Context: an optimization exercise on an open-source flow, tuned for small area. The choices shown serve that exercise and are no tape-out recipe.
Function was checked by simulation only, so behaviour that the tests miss may differ from the original.
No activity file was given, so power comes from the tool's default toggle rates.

== v18 ==
// game_top
module game_top #(
    parameter int TROOP_W = 9
) (
    input  logic               clk_100M,
    input  logic               reset,
    input  logic               key_ready,
    input  logic [2:0]         key_data,
    output logic               key_read_fin,
    input  logic               wb_cyc,
    input  logic               wb_stb,
    input  logic               wb_we,
    input  logic [7:0]         wb_adr,
    input  logic [31:0]        wb_dat_i,
    output logic [31:0]        wb_dat_o,
    output logic               wb_ack
);
    localparam int BOARD_W = 10;    
    localparam int POS_W   = 4;     
    localparam int STEP_W  = 12;    
    localparam int GROWTH_PERIOD_LOG2 = 4;
    localparam logic [POS_W-1:0] RED_CROWN_H  = 4'd2;
    localparam logic [POS_W-1:0] RED_CROWN_V  = 4'd3;
    localparam logic [POS_W-1:0] BLUE_CROWN_H = 4'd8;
    localparam logic [POS_W-1:0] BLUE_CROWN_V = 4'd7;
    localparam logic [1:0] NPC  = 2'd0;
  ...
For scale: about 2,900 cells after synthesis, ~1,100 flip-flops, roughly 83 I/O pins, roughly 45,000 µm² of cells after synthesis.
export LEC_CHECK = 0
export ABC_AREA = 1
export CAP_MARGIN = 20
export CORE_MARGIN = 2
export CORE_UTILIZATION = 65
export GPL_ROUTABILITY_DRIVEN = 0
export GPL_TIMING_DRIVEN = 0
export PLACE_DENSITY = 0.75
export SETUP_SLACK_MARGIN = 0.15
export SLEW_MARGIN = 20
create_clock -name core_clock -period 12.0 [get_ports {clk_100M}]
standard.sh (not shown) runs the stock make flow with config.mk's settings and CLKGATE_MAP_FILE= SYNTH_SCRIPT=/design/flow/synth_recipe.tcl, a recipe that flattens the netlist after the stock synthesis.
==> flow/flow/run.sh <==
#!/bin/bash
# Own layout flow: the standard flow (standard.sh) with two changes:
#  - synthesis: Yosys's abc pass maps the logic with flow/abc_map.script, an
#    area-oriented mapping, instead of ORFS's abc script (registers untouched);
#  - clock tree: clkbuf_4 buffers, larger sink clusters, no dummy loads;
#  - port buffers: buf_1 cells (every port still gets its buffer).
# Each tool's output is in orfs/logs (ORFS) and flow_make.log here.
set -euo pipefail
W=$(pwd)
cat > "$W/own_synth.tcl" <<EOS
# The standard synthesis (synth_recipe.tcl), with abc's script replaced
proc abc {args} {
  set i [lsearch -exact \$args -script]
  if {\$i >= 0} { lset args [expr {\$i + 1}] {$W/flow/abc_map.script} }
  puts "abc with script $W/flow/abc_map.script"
  yosys abc {*}\$args
}
source {$W/synth_recipe.tcl}
EOS
# the platform's don't-use cells, and the largest plain buffers
DONT_USE="sky130_fd_sc_hd__probe_p_8 sky130_fd_sc_hd__probec_p_8 sky130_fd_sc_hd__lpflow_bleeder_1 sky130_fd_sc_hd__lpflow_clkbufkapwr_1 sky130_fd_sc_hd__lpflow_clkbufkapwr_16 sky130_fd_sc_hd__lpflow_clkbufkapwr_2 sky130_fd_sc_hd__lpflow_clkbufkapwr_4 sky130_fd_sc_hd__lpflow_clkbufkapwr_8 sky130_fd_sc_hd__lpflow_clkinvkapwr_1 sky130_fd_sc_hd__lpflow_clkinvkapwr_16 sky130_fd_sc_hd__lpflow_clkinvkapwr_2 sky130_fd_sc_hd__lpflow_clkinvkapwr_4 sky130_fd_sc_hd__lpflow_clkinvkapwr_8 sky130_fd_sc_hd__lpflow_decapkapwr_12 sky130_fd_sc_hd__lpflow_decapkapwr_3 sky130_fd_sc_hd__lpflow_decapkapwr_4 sky130_fd_sc_hd__lpflow_decapkapwr_6 sky130_fd_sc_hd__lpflow_decapkapwr_8 sky130_fd_sc_hd__lpflow_inputiso0n_1 sky130_fd_sc_hd__lpflow_inputiso0p_1 sky130_fd_sc_hd__lpflow_inputiso1n_1 sky130_fd_sc_hd__lpflow_inputiso1p_1 sky130_fd_sc_hd__lpflow_inputisolatch_1 sky130_fd_sc_hd__lpflow_isobufsrc_1 sky130_fd_sc_hd__lpflow_isobufsrc_16 sky130_fd_sc_hd__lpflow_isobufsrc_2 sky130_fd_sc_hd__lpflow_isobufsrc_4 sky130_fd_sc_hd__lpflow_isobufsrc_8 sky130_fd_sc_hd__lpflow_isobufsrckapwr_16 sky130_fd_sc_hd__lpflow_lsbuf_lh_hl_isowell_tap_1 sky130_fd_sc_hd__lpflow_lsbuf_lh_hl_isowell_tap_2 sky130_fd_sc_hd__lpflow_lsbuf_lh_hl_isowell_tap_4 sky130_fd_sc_hd__lpflow_lsbuf_lh_isowell_4 sky130_fd_sc_hd__lpflow_lsbuf_lh_isowell_tap_1 sky130_fd_sc_hd__lpflow_lsbuf_lh_isowell_tap_2 sky130_fd_sc_hd__lpflow_lsbuf_lh_isowell_tap_4 sky130_fd_sc_hd__buf_12 sky130_fd_sc_hd__buf_16"
CTS="-sink_clustering_enable -repair_clock_nets -dont_use_dummy_load"
CTS="$CTS -buf_list sky130_fd_sc_hd__clkbuf_4 -sink_clustering_size 10 -sink_clustering_max_diameter 35"
bash "$W/standard.sh" "SYNTH_SCRIPT=$W/own_synth.tcl" "CTS_ARGS=$CTS" \
  "BUFFER_PORTS_ARGS=-buffer_cell sky130_fd_sc_hd__buf_1" "DONT_USE_CELLS=$DONT_USE" finish > "$W/flow_make.log" 2>&1
Other scripts of this flow, unchanged in this note and not shown: flow/flow/abc_map.script
The following lists how v7 was set up differently from v18:
-- flow/config.mk --
<<< v18, line 11
export CORE_UTILIZATION = 65
>>> v7, line 11
export CORE_UTILIZATION = 60
<<< v18, line 14
export PLACE_DENSITY = 0.75
export SETUP_SLACK_MARGIN = 0.15
>>> v7, line 14
export PLACE_DENSITY = 0.72
export SETUP_SLACK_MARGIN = 0.05
The register fraction of the total cell area was comparable across v7 and v18. Per the comparison of v7 with v18, worst setup margin decreased 0.15 ns, fraction of area in multi-input gates shows no meaningful change, count of plain and timing-repair buffers in the layout now larger, fraction of the cycle the final worst path needs climbed 1.3 points, total length of routed met2 wires has increased. Compared v18 against v7; overall power consumption within noise. Compare v7 and v18 | number of detailed-routing iterations run before antenna repair higher: v7. Final-layout non-clock buffer area share across v7 and v18: no real change.
## Diff of input files: v32 against v7
-- flow/config.mk --
<<< v7, line 13
export GPL_TIMING_DRIVEN = 0
export PLACE_DENSITY = 0.72
export SETUP_SLACK_MARGIN = 0.05
>>> v32, line 13
export GPL_TIMING_DRIVEN = 1
export PLACE_DENSITY = 0.65
export SETUP_SLACK_MARGIN = 0.15
Findings:
Delta(number of buffer and inverter instances along the worst setup path, v32 - v7) > 0
v32 reports its highest signal layer in the routed design as met4 while v7 reports met5.
Compared with v7, in v32 global-route usage now larger, signed area change from the synthesized netlist to the final layout fell 1.2 points, routed wire length rose by 6.8%, highest achievable clock rate climbed 3.1%, distinct cell type count after synthesis shows no meaningful change.
Higher initial antenna violation count among v32 and v7: v7
v32 went all the way through the flow, and no timing, DRC or antenna check failed.
The clock network power of v32 is higher than that of v7.
The lower met2 wire length of v32 and v7 is in v7.
Final clock period utilization by the worst path is lower on v32
### v32 -> v42
-- flow/flow/run.sh --
<<< v32, line 23
CTS="$CTS -buf_list sky130_fd_sc_hd__clkbuf_4 -sink_clustering_size 10 -sink_clustering_max_diameter 35"
>>> v42, line 23
CTS="$CTS -buf_list {sky130_fd_sc_hd__clkbuf_2 sky130_fd_sc_hd__clkbuf_4} -sink_clustering_size 10 -sink_clustering_max_diameter 35"
-- flow/config.mk --
<<< v32, line 14
export PLACE_DENSITY = 0.65
>>> v42, line 14
export PLACE_DENSITY = 0.72
Findings:
- Comparing v42 and v32, final wirelength is lower on v42.
- | minimum clock period after layout | v42 vs v32 | worse |
- Cmp v42 vs v32: maximum clock frequency lower in v42
- v42: number of buffers created by CTS lower than v32
- Per the comparison of v42 with v32, number of ordinary and repair buffers in the finished layout increased 0.42%, fraction of power consumed by the clock network down 0.3 points.
- v42 and v32 ended up with nearly the same sum of internal, switching and leakage power.
- Between v42 and v32, initial antenna violation count is higher for v42, v32 comes in under that.

-- separate check: timing with driven ports --
In the flow no input, the clock included, has a driving cell. The finished layouts below were timed again as built, in two steps. Step 1 assumes that a clkbuf_16 drives the clock port and a buf_2 every other input. Step 2 adds t to the input delays and takes it off the output delays; t is the mean of the earliest and latest rising clock arrival at the registers after step 1. Input paths then give back, and output paths get back, about the clock's delay inside the block. Three values: ideal, step 1, step 2; two values: the first two.
| run | t, ns | setup WS [ns] | slew at the worst register clock pin (ns) | pins driven straight from the clock port |
|---|---|---|---|---|
| v18 | 1.038 | 0.430 / 0.409 / -0.294 | 0.11 / 0.11 | 1 |
| v7 | 1.054 | 0.276 / 0.246 / -0.237 | 0.11 / 0.11 | 1 |
| v32 | 1.063 | 0.628 / 0.595 / 0.540 | 0.11 / 0.11 | 1 |
| v42 | 1.117 | 0.410 / 0.382 / 0.313 | 0.11 / 0.11 | 1 |
Met with ideal ports but missed after step 2: setup timing in v18 and v7. For v18, which loses most, drivers alone change the setup slack by -0.021 ns; drivers and shift together by -0.724 ns.
